This is an optimization exercise on Yosys and OpenROAD, whose aim is small area, a short achievable clock period and few clock cycles per item, not a production implementation. Function was checked by simulation only, so behaviour that the tests miss may differ from the original. No activity file was given, so power comes from the tool's default toggle rates.

File: design/flow/config.mk
export PLATFORM = sky130hd
export DESIGN_NAME = int_float_compare_bitmask_packer
export DESIGN_NICKNAME = int_float_compare_bitmask_packer
export VERILOG_FILES = /design/flow/design.v
export SDC_FILE = /design/flow/constraint.sdc
export NUM_CORES = 4
export LEC_CHECK = 0
export ABC_AREA = 1
export ABC_CLOCK_PERIOD_IN_PS = 3500
export CAP_MARGIN = 20
export CORE_MARGIN = 2
export CORE_UTILIZATION = 55
export CTS_CLUSTER_DIAMETER = 100
export CTS_CLUSTER_SIZE = 30
export SLEW_MARGIN = 20
File: design/flow/constraint.sdc
create_clock -name core_clock -period 13.0 [get_ports {clock}]
set_input_delay 2.6000 -clock core_clock [delete_from_list [all_inputs] [get_ports {clock}]]
set_output_delay 2.6000 -clock core_clock [all_outputs]
set_load 0.01 [all_outputs]
File: design/flow/design.v
package ifcb_pkg;
   localparam logic [1:0] OP_EQ = 2'd0;
   localparam logic [1:0] OP_LT = 2'd1;
   localparam logic [1:0] OP_GT = 2'd2;
   localparam logic [1:0] REG_WIDTH = 2'd0;
   localparam logic [1:0] REG_ORDER = 2'd1;
   localparam logic [1:0] REG_OP    = 2'd2;
   localparam logic [1:0] W8  = 2'd0;
   localparam logic [1:0] W16 = 2'd1;
   localparam logic [1:0] W32 = 2'd2;
   localparam logic [1:0] W64 = 2'd3;
   localparam int ALEV = 2;
   typedef struct packed {
      logic [1:0] width_code;
      logic       int_on_left;
      logic [1:0] op;
   } cfg_type;
   typedef struct packed {
      logic        sf;      
      logic        fnan;    
      logic        fzero;   
      logic        fsml;    
      logic        fone;    
      logic        fbig;    
      logic        e53;     
      logic [3:0]  k;       
      logic        mzero;   
      logic        m0;      
   } fcls_type;
   typedef struct packed {
      logic [63:0] xr;      
      logic [64:0] v;       
      logic [5:0]  sa;      
      logic        st;      
      logic [4:0]  eh;      
      logic        sf;      
      logic        mzero;   
      logic        m0;      
   } sa_type;
   typedef struct packed {
      logic        fixed;   
      logic        flt;     
      logic        feq;     
      logic        fgt;     
      logic        s;       
      logic        e53;     
      logic [3:0]  k;       
      logic        mzero;   
      logic        m0;      
      logic        fz;      
      logic        c11;     
      logic        gh;      
      logic        ph;      
      logic        p11;     
      logic        zall;    
      logic        oall;    
      logic [10:0] rl;      
   } sb_type;
endpackage
module ifcb_step_a (
   input  logic [63:0]     int_elem,
   input  logic [63:0]     float_bits,
   output ifcb_pkg::sa_type o
);
   logic [10:0] ef;
   logic [51:0] m;
   always_comb begin
      o.xr       = int_elem;
      ef         = float_bits[62:52];
      m          = float_bits[51:0];
      o.sf       = float_bits[63];
      o.mzero    = (m == 52'd0);
      o.m0       = m[0];
      o.eh       = ef[10:6];
      o.sa = ~ef[5:0];
      o.v  = {1'b1, m, 12'd0};
      o.st = 1'b0;
      for (int l = 5; l > 5 - ifcb_pkg::ALEV; l--) begin
         if (o.sa[l]) begin
            o.st = o.st | (|(o.v & ((65'd1 << (1 << l)) - 65'd1)));
            o.v  = o.v >> (1 << l);
         end
      end
   end
endmodule
module ifcb_step_b (
   input  ifcb_pkg::sa_type i,
   input  logic [1:0]      width_code,
   output ifcb_pkg::sb_type o
);
   logic [10:0] ef;
   ifcb_pkg::fcls_type fc;
   logic [64:0] v;
   logic        st;
   logic        s;
   logic [63:0] x;
   logic [63:0] xs;
   logic [63:0] g;
   logic [63:0] pp;
   logic [63:0] gg;
   logic [11:0] c;
   logic [10:0] lg;
   logic [10:0] lp;
   logic [63:0] tg;
   logic [63:0] tp;
   logic [63:12] tz;
   logic [63:12] to;
   logic [10:0] rl;
   logic        xzero;
   logic        xone;
   logic        cl, ce, cg;
   always_comb begin
      ef        = {i.eh, ~i.sa};
      fc.sf     = i.sf;
      fc.mzero  = i.mzero;
      fc.m0     = i.m0;
      fc.fnan   = (ef == 11'h7ff) && !i.mzero;
      fc.fzero  = (ef == 11'd0) && i.mzero;
      fc.fsml   = !ef[10];
      fc.fone   = (ef == 11'd1023);
      fc.fbig   = (ef >= 11'd1087);
      fc.e53    = (ef >= 11'd1076);
      fc.k      = 4'(ef - 11'd1076);
      v  = i.v;
      st = i.st;
      for (int l = 5 - ifcb_pkg::ALEV; l >= 0; l--) begin
         if (i.sa[l]) begin
            st = st | (|(v & ((65'd1 << (1 << l)) - 65'd1)));
            v  = v >> (1 << l);
         end
      end
      g       = v[63:0];
      o.fz    = st;
      o.e53   = fc.e53;
      o.k     = fc.k;
      o.mzero = fc.mzero;
      o.m0    = fc.m0;
      unique case (width_code)
         ifcb_pkg::W8:  x = {{56{i.xr[7]}}, i.xr[7:0]};
         ifcb_pkg::W16: x = {{48{i.xr[15]}}, i.xr[15:0]};
         ifcb_pkg::W32: x = {{32{i.xr[31]}}, i.xr[31:0]};
         default:       x = i.xr;
      endcase
      s       = x[63];
      xs      = x ^ {64{!s}};
      o.s     = s;
      xzero   = !s && (&xs);
      xone    = (&xs[63:1]) && (s == xs[0]);
      pp      = g ^ xs;
      gg      = g & xs;
      lg    = gg[10:0];
      lp    = pp[10:0];
      lg[0] = gg[0] | (pp[0] & !s);
      for (int lv = 0; lv < 4; lv++) begin
         for (int b = 0; b < 11; b++) begin
            if (((b >> lv) & 1) == 1) begin
               int src;
               src = ((b >> lv) << lv) - 1;
               lg[b] = lg[b] | (lp[b] & lg[src]);
               lp[b] = lp[b] & lp[src];
            end
         end
      end
      c[0] = !s;
      for (int b = 0; b < 11; b++)
         c[b+1] = lg[b];
      rl    = pp[10:0] ^ c[10:0];
      o.c11 = c[11];
      for (int b = 0; b < 64; b++) begin
         tg[b] = (b >= 11 && b < 64) ? gg[b] : 1'b0;
         tp[b] = (b >= 11 && b < 64) ? pp[b] : 1'b1;
      end
      for (int w = 1; w < 64; w = w * 2) begin
         for (int b = 0; b < 64; b += 2 * w) begin
            tg[b] = tg[b + w] | (tp[b + w] & tg[b]);
            tp[b] = tp[b + w] & tp[b];
         end
      end
      o.gh = tg[0];
      o.ph = tp[0];
      o.p11 = pp[11];
      for (int b = 12; b < 64; b++) begin
         tz[b] = (pp[b] == (gg[b-1] | pp[b-1]));
         to[b] = (pp[b] != gg[b-1]);
      end
      o.zall = (&tz[63:12]) && (gg[63] | pp[63]);
      o.oall = (&to[63:12]) && !gg[63];
      o.rl = rl;
      cl = 1'b0;
      ce = 1'b0;
      cg = 1'b0;
      if (fc.fbig)
         cl = 1'b1;
      else if (fc.fone) begin
         if (xzero) cl = 1'b1;
         else if (xone) begin
            if (fc.mzero) ce = 1'b1;
            else cl = 1'b1;
         end else cg = 1'b1;
      end else begin
         if (!xzero) cg = 1'b1;
         else if (fc.fzero) ce = 1'b1;
         else cl = 1'b1;
      end
      o.fixed = fc.fnan || (s != fc.sf) || fc.fbig || fc.fsml;
      if (fc.fnan) begin
         o.flt = 1'b0; o.feq = 1'b0; o.fgt = 1'b0;
      end else if (xzero && fc.fzero) begin
         o.flt = 1'b0; o.feq = 1'b1; o.fgt = 1'b0;
      end else if (s != fc.sf) begin
         o.flt = s; o.feq = 1'b0; o.fgt = !s;
      end else if (!s) begin
         o.flt = cl; o.feq = ce; o.fgt = cg;
      end else begin
         o.flt = cg; o.feq = ce; o.fgt = cl;
      end
   end
endmodule
module ifcb_step_c (
   input  ifcb_pkg::sb_type i,
   input  logic            int_on_left,
   input  logic [1:0]      op,
   output logic            hit
);
   logic [10:0] nl;
   logic [3:0]  jp;
   logic lz;
   logic winp;
   logic winn;
   logic rneg;
   logic hz;
   logic ho;
   logic rz;
   logic qneg;
   logic eqwin;
   logic cl, ce, cg;
   logic lt, eq, gt;
   function automatic logic below(logic [10:0] val, logic [3:0] j);
      below = ((val >> j) == 11'd0);
   endfunction
   always_comb begin
      lz    = (i.rl == 11'd0);
      nl    = ~i.rl;
      jp    = i.mzero ? i.k - 4'd1 : i.k;
      winp  = lz || (!(i.mzero && i.k == 4'd0)
                     && (below(i.rl, jp) || (i.rl == (11'd1 << jp) && !i.m0)));
      winn  = below(nl, i.k) && !(nl == ((11'd1 << i.k) - 11'd1) && i.m0);
      rneg  = !(i.gh | (i.ph & i.c11));
      hz    = i.zall && (i.p11 == i.c11);
      ho    = i.oall && (i.p11 != i.c11);
      rz    = hz && lz;
      qneg  = !rneg && !rz;
      eqwin = (hz && winp) || (ho && winn);
      cl = 1'b0;
      ce = 1'b0;
      cg = 1'b0;
      if (!i.e53) begin
         if (rz) begin
            if (i.fz) cl = 1'b1;
            else ce = 1'b1;
         end else if (qneg) cl = 1'b1;
         else cg = 1'b1;
      end else begin
         if (eqwin) ce = 1'b1;
         else if (qneg) cl = 1'b1;
         else cg = 1'b1;
      end
      if (i.fixed) begin
         lt = i.flt; eq = i.feq; gt = i.fgt;
      end else if (!i.s) begin
         lt = cl; eq = ce; gt = cg;
      end else begin
         lt = cg; eq = ce; gt = cl;
      end
      unique case (op)
         ifcb_pkg::OP_EQ: hit = eq;
         ifcb_pkg::OP_LT: hit = int_on_left ? lt : gt;
         default:         hit = int_on_left ? gt : lt;
      endcase
   end
endmodule
module ifcb_pack #(
   parameter int QD = 3           
) (
   input  logic        clock,
   input  logic        reset,
   input  logic        in_valid,    
   input  logic        in_hit,
   input  logic        in_last,
   output logic [1:0]  queued,      
   output logic        absorb,      
   output logic        out_valid,
   input  logic        out_ready,
   output logic [63:0] out_word,
   output logic [6:0]  out_count,
   output logic        out_final
);
   logic [QD-1:0] qh_ff, qh_in;
   logic [QD-1:0] ql_ff, ql_in;
   logic [1:0]    qc_ff, qc_in;
   logic [63:0]   word_ff;
   logic [63:0]   dec;
   logic [63:0]   wen;
   logic [63:0]   wd;
   logic [6:0]    cnt_ff, cnt_in;
   logic          ov_ff, ov_in;
   logic          fresh_ff, fresh_in;    
   logic          fin_ff;
   logic          qe;
   logic          src_valid;
   logic          src_hit;
   logic          src_last;
   logic          can;
   logic          start;
   logic          close;
   int            n;
   always_comb begin
      qe        = (qc_ff == 2'd0);
      src_valid = !qe || in_valid;
      src_hit   = qe ? in_hit : qh_ff[0];
      src_last  = qe ? in_last : ql_ff[0];
      can       = !ov_ff || out_ready;
      absorb    = src_valid && can;
      start     = ov_ff || fresh_ff;
      close     = src_last || (!start && cnt_ff == 7'd63);
      n = int'(qc_ff) + int'(in_valid) - int'(absorb);
      qc_in = 2'(n);
      qh_in = qh_ff;
      ql_in = ql_ff;
      for (int j = 0; j < QD; j++) begin
         if (absorb) begin
            if (j + 1 < int'(qc_ff)) begin
               qh_in[j] = qh_ff[j+1];
               ql_in[j] = ql_ff[j+1];
            end else if (j + 1 == int'(qc_ff)) begin
               qh_in[j] = in_hit;
               ql_in[j] = in_last;
            end
         end else if (j == int'(qc_ff)) begin
            qh_in[j] = in_hit;
            ql_in[j] = in_last;
         end
      end
      dec = 64'd1 << cnt_ff[5:0];
      for (int b = 0; b < 64; b++) begin
         wen[b] = absorb && (start || dec[b]);
         wd[b]  = (b == 0) ? src_hit : (src_hit && !start);
      end
      cnt_in   = start ? 7'd1 : cnt_ff + 7'd1;
      ov_in    = absorb ? close : (ov_ff && !out_ready);
      fresh_in = absorb ? 1'b0 : (fresh_ff || (ov_ff && out_ready));
   end
   always_ff @(posedge clock) begin
      if (reset) begin
         qc_ff    <= 2'd0;
         ov_ff    <= 1'b0;
         fresh_ff <= 1'b1;
      end else begin
         qc_ff    <= qc_in;
         ov_ff    <= ov_in;
         fresh_ff <= fresh_in;
      end
      qh_ff <= qh_in;
      ql_ff <= ql_in;
      if (absorb) begin
         cnt_ff <= cnt_in;
         fin_ff <= src_last;
      end
      for (int b = 0; b < 64; b++)
         if (wen[b]) word_ff[b] <= wd[b];
   end
   assign queued    = qc_ff;
   assign out_valid = ov_ff;
   assign out_word  = word_ff;
   assign out_count = cnt_ff;
   assign out_final = fin_ff;
endmodule
module int_float_compare_bitmask_packer (
   input  logic        clock,
   input  logic        reset,
   input  logic        req_valid,
   output logic        req_ready,
   input  logic [63:0] req_int_elem,
   input  logic [63:0] req_float_bits,
   input  logic        req_last_item,
   output logic        rsp_valid,
   input  logic        rsp_ready,
   output logic [63:0] rsp_mask_word,
   output logic [6:0]  rsp_valid_bits,
   output logic        rsp_final_word,
   input  logic        csr_valid,
   output logic        csr_ready,
   input  logic [1:0]  csr_index,
   input  logic [63:0] csr_data
);
   ifcb_pkg::cfg_type cfg_ff, cfg_in;
   ifcb_pkg::sa_type  sa_d, sa_ff;
   ifcb_pkg::sb_type  sb_d, sb_ff;
   logic              va_ff, va_in;
   logic              vb_ff;
   logic              la_ff;
   logic              lb_ff;
   logic              rdy_ff, rdy_in;
   logic              hit;
   logic [1:0]        queued_ff;
   logic [1:0]        owed;
   logic              absorb;
   assign csr_ready = 1'b1;
   always_comb begin
      cfg_in = cfg_ff;
      if (csr_valid) begin
         unique case (csr_index)
            ifcb_pkg::REG_WIDTH: cfg_in.width_code  = csr_data[1:0];
            ifcb_pkg::REG_ORDER: cfg_in.int_on_left = csr_data[0];
            ifcb_pkg::REG_OP:    cfg_in.op          = csr_data[1:0];
            default:   cfg_in = cfg_ff;
         endcase
      end
   end
   ifcb_step_a u_a (
      .int_elem   (req_int_elem),
      .float_bits (req_float_bits),
      .o          (sa_d)
   );
   ifcb_step_b u_b (
      .i          (sa_ff),
      .width_code (cfg_ff.width_code),
      .o          (sb_d)
   );
   assign req_ready = rdy_ff;
   assign va_in     = req_valid && rdy_ff;
   assign owed      = 2'(3'(queued_ff) + 3'(va_ff) + 3'(vb_ff));
   assign rdy_in    = !(((owed == 2'd3) || ((owed == 2'd2) && va_in)) && !absorb);
   always_ff @(posedge clock) begin
      if (reset) begin
         cfg_ff.width_code  <= ifcb_pkg::W64;
         cfg_ff.int_on_left <= 1'b1;
         cfg_ff.op          <= ifcb_pkg::OP_EQ;
         va_ff  <= 1'b0;
         vb_ff  <= 1'b0;
         rdy_ff <= 1'b1;
      end else begin
         cfg_ff <= cfg_in;
         va_ff  <= va_in;
         vb_ff  <= va_ff;
         rdy_ff <= rdy_in;
      end
      sa_ff <= sa_d;
      la_ff <= req_last_item;
      sb_ff <= sb_d;
      lb_ff <= la_ff;
   end
   ifcb_step_c u_c (
      .i           (sb_ff),
      .int_on_left (cfg_ff.int_on_left),
      .op          (cfg_ff.op),
      .hit         (hit)
   );
   ifcb_pack #(.QD(3)) u_pack (
      .clock     (clock),
      .reset     (reset),
      .in_valid  (vb_ff),
      .in_hit    (hit),
      .in_last   (lb_ff),
      .queued    (queued_ff),
      .absorb    (absorb),
      .out_valid (rsp_valid),
      .out_ready (rsp_ready),
      .out_word  (rsp_mask_word),
      .out_count (rsp_valid_bits),
      .out_final (rsp_final_word)
   );
endmodule
File: design/flow/flow/run.sh
#!/bin/bash
set -euo pipefail
bash standard.sh SETUP_SLACK_MARGIN=9.2 ADDER_MAP_FILE= \
   "BUFFER_PORTS_ARGS=-buffer_cell sky130_fd_sc_hd__buf_1" finish > standard.log 2>&1
File: design/flow/standard.sh
#!/bin/bash
# synth_recipe.tcl (not shown) runs the flow's synth.tcl, then flattens the netlist and writes it again
# the make line also repeats each setting of config.mk as NAME=value (left out here)
make -C /OpenROAD-flow-scripts/flow DESIGN_CONFIG=/design/flow/config.mk WORK_HOME=/design/flow/orfs CLKGATE_MAP_FILE= SYNTH_SCRIPT=/design/flow/synth_recipe.tcl "${@:-finish}"
==> metrics.yaml <==
outcome:
  outcome: "timing/DRC/antenna clean"
worst_setup_path:
  crit_family: "flip-flops"
  crit_type: "flop to output port"
  crit_fanout: 4
  cpPeakStageDelay_ns: 0.47
  crit_start: "u_pack.cnt_ff[5]$_SDFFCE_PN0P_"
  slowest_stage: "edfxtp_1"
  crit_path_start_kind: "flop"
  arrival_ns: 1.17
  crit_required_ns: 10.40
  crit_buf_inv: 1
  crit_path_cell_trace: "clkbuf_2"
  reg2reg_from: "cfg_ff[3]$_SDFFE_PP1P_"
  crit_path_end_kind: "output port"
pwr:
  max-vdd-ir-drop_uv: 202
  power.density_mw_per_mm2: 159
  finalPower_mw: 2.93
  leakagePower_nw: 8.06
clock_network:
  insertion_delay_ns: 0.51
  cts_tree: "yes"
  numCtsBuffers: 14
  hold_buffers: 0
  clkTransAtPathRegs_ns: 0.11
  htreeDepth: 1
  ctsLongestPathBuffers: 3
  clock-sinks: 266
  cts-root-buf: "clkbuf_16"
timing:
  setup_viol: 0
  rsz0062_at_grt: "false"
  fmax_mhz: 266
  hold_viol: 0
  worst_pin_slew_ns: 0.958
  post-route-period-util_pct: 29.0
  tns_ns: 0
  fin_skew_ns: 0.0300
  drv_slew: 0
  max_slew_margin_pct: 35.5
  min_period_ns: 3.77
synthesis:
  yosysUniqueCellTypes: 66
  synth_flop_cell: "dfxtp_1"
  synth_top_cell_by_area: "dfxtp_1"
  synth_area_leaders: "dfxtp_1, nand2_1, edfxtp_1"
  syn_area_per_cell_um2: 6.90
  ys_seq_area_share_pct: 36.3
  syn-cell-area_mm2: 0.0168
  syn_nets: 2638
  async_reset_ff_share_pct: 0
  netlist.area_leader.share_pct: 22.4
  synth-edff-count: 78
  yosysWarnings: 7
  syn_inst: 2438
  synth_seq_cells: 266
routing:
  wl_per_cell_um: 17.2
  drtAntennaViolNets: 0
  drt-pass1-iter-count: 5
  drc: 0
  num_vias: 16500
  initialDrtViolationCount: 1581
  viasPerCell: 5.50
  routed_wirelength_um: 51700
run:
  drv_cap: 0
hold_path:
  min-delay-path-class: "flop to flop"
  hold_start: "la_ff$_DFF_P_"
place:
  numPortBuffers: 211
  place.gp.congestion: 1.02
  dp.cells: 2956
  dp_hpwl_um: 39900
  dpl_cell_area_mm2: 0.0177
floorplanning:
  die_x_um: 179
  die_area_mm2: 0.0320
  rows: 64
  core-area_mm2: 0.0303
  start_util_pct: 55.4
  die_h_um: 179
  boundaryPins: 275
global_routing:
  grt_pass1_wl_um: 78300
  grt_usage_pct: 31.4
  grt_pass1_vias: 14900
  grt.overflow.total: 0
  antenna_found_initial: 2
  grt_max_degree: 97
finish:
  finalNonFillerCells: 2997
  drive_gt1_share_pct: 5.92
  nets: 2793
  area_growth_pct: 9.84
  postLayoutCellArea_mm2: 0.0185
## per-stage QoR
stage               setup WS (ns)  hold slack (ns)  utilization [%]
floorplan                    9.18            0.310                -
global placement             8.16            0.318             58.3
detailed placement           8.15            0.320             58.3
CTS                          9.23            0.347             60.3
global route                 9.20            0.353             60.9
finish                       9.23            0.341             60.9
## state kept, by name (all words and copies together), names as in the netlist, 2 cells and up
name / count
sa_ff: 144
u_pack.qc_ff: 2
u_pack.qh_ff: 3
u_pack.cnt_ff: 7
cfg_ff: 5
u_pack.word_ff: 64
u_pack.ql_ff: 3
sb_ff: 30
## per-layer routing
layer | vias up | routed length [µm] | GRT usage (%)
met1 | 7433 | 22000 | 40.8
met5 | - | 29 | 0
met3 | 90 | 3410 | 3.99
met4 | 4 | 1810 | 10.1
li1 | 8320 | - | -
met2 | 628 | 24400 | 54.0
## cell families (layout without fill, tap and decap cells)
| kind of cell | after synthesis | count (layout) | share of synthesized area [%] |
|---|---|---|---|
| simple gates | 1201 | 1202 | 31.2 |
| compound gates | 484 | 487 | 15.7 |
| buf+inv | 340 | 498 | 8.54 |
| flops | 266 | 266 | 36.3 |
| xor+xnor | 118 | 118 | 6.59 |
| mux | 28 | 28 | 1.67 |
| other cells | 1 | 2 | 0.0223 |
## path summary, 6_finish.rpt
path                            slack, ns                 to  cells past startpoint
worst max register to register       9.33  sb_ff[12]$_DFF_P_                     18
worst max-delay path                 9.23  rsp_valid_bits[5]                      1
worst min register to register       0.34      lb_ff$_DFF_P_                      0
worst min-delay path                 0.34      lb_ff$_DFF_P_                      0
## cells in the mapped netlist, types with 6 or more instances
library cell,n
or2_0,9
buf_2,22
o21a_1,9
o22ai_1,6
a211oi_1,6
a21oi_1,111
nor2_1,207
or2_2,17
a31oi_1,7
clkbuf_1,45
nand2_1,635
dfxtp_1,188
o211ai_1,9
nand3_1,159
xor2_2,8
nor2_2,7
mux2i_1,27
inv_2,12
nor4_1,25
buf_6,10
or2_1,45
o21ai_1,74
a22oi_1,6
inv_1,222
xor2_1,48
a21o_1,7
nand2_2,12
nor3_1,28
nand4_1,38
o21ai_0,220
edfxtp_1,78
buf_1,17
xnor2_1,60
## power breakdown
part / internal (mW) / switching (mW) / total (mW)
registers: 1.07 / 0.0870 / 1.16
clock network: 0.244 / 0.285 / 0.529
logic: 0.390 / 0.856 / 1.25
total: 1.70 / 1.23 / 2.93
## worst register-to-register path, cell delays in order, from the launching register on
cell and delay [ns]:
dfxtp_1 0.61, nor2_2 0.10, nand2_2 0.22, nand2_4 0.18
inv_4 0.10, nand2_4 0.12, nand2_8 0.27, inv_2 0.17
nor2_1 0.15, a211oi_2 0.06, nor2_1 0.27, inv_1 0.12
nand2_1 0.17, xnor2_1 0.08, nor2_1 0.18, nand3_1 0.17
nor4_2 0.30, nand2_1 0.12, nor2_2 0.20
## layout make-up
class	instances	area, µm²
fill	2925	11900
inverter	239	908
multi-input combinational	1836	9420
clock inverter	5	101
timing repair buffer	235	1050
antenna	1	2.50
tap	396	495
clock buffer	18	387
timing repair inverter	1	5.00
sequential	266	6110
## timing repair
action	CTS	global route
gates resized for setup	12	22
cloned	3	2
endpoints found under the setup margin	130	76
pin swaps	3	4
buffers inserted	6	5
## placed cells by master (no fill, tap or decap), types with 15 or more instances in the layout
| cell | netlist | routed |
|---|---|---|
| a21oi_1 | 111 | 109 |
| buf_1 | 17 | 209 |
| buf_4 | 4 | 16 |
| clkbuf_16 | 0 | 15 |
| dfxtp_1 | 188 | 184 |
| edfxtp_1 | 78 | 78 |
| inv_1 | 222 | 221 |
| mux2i_1 | 27 | 27 |
| nand2_1 | 635 | 633 |
| nand3_1 | 159 | 159 |
| nand4_1 | 38 | 38 |
| nor2_1 | 207 | 205 |
| nor3_1 | 28 | 27 |
| nor4_1 | 25 | 23 |
| o21ai_0 | 220 | 216 |
| o21ai_1 | 74 | 75 |
| or2_1 | 45 | 45 |
| or2_2 | 17 | 17 |
| xnor2_1 | 60 | 60 |
| xor2_1 | 48 | 48 |
Testbench counts, summed over its fixed seeds: cycles 16,396, items 16,012.

==> afterwards: timing with drivers on the ports <==
How much do the figures lean on ideal ports? The routed layout below was timed once more, with nothing changed but the port constraints. Step 1 assumes that a clkbuf_16 drives the clock port and a buf_2 every other input. Step 2 times the ports against the registers' clock, not the clock port: input delays grow and output delays shrink by t, the midpoint of the rising clock arrivals with the driver on. Three values: no drivers, after step 1, after step 2; two values: the first two.
t (ns): 0.554
slack for setup (ns): 9.234 / 9.181 / 8.808
hold WS [ns]: 0.341 / 0.341 / 0.341
slew at the worst register clock pin (ns): 0.11 / 0.11
worst data-port slew with drivers (ns): 0.07
After both steps setup and hold are still met in this run. For this run, drivers alone change the setup slack by -0.053 ns; drivers and shift together by -0.426 ns.
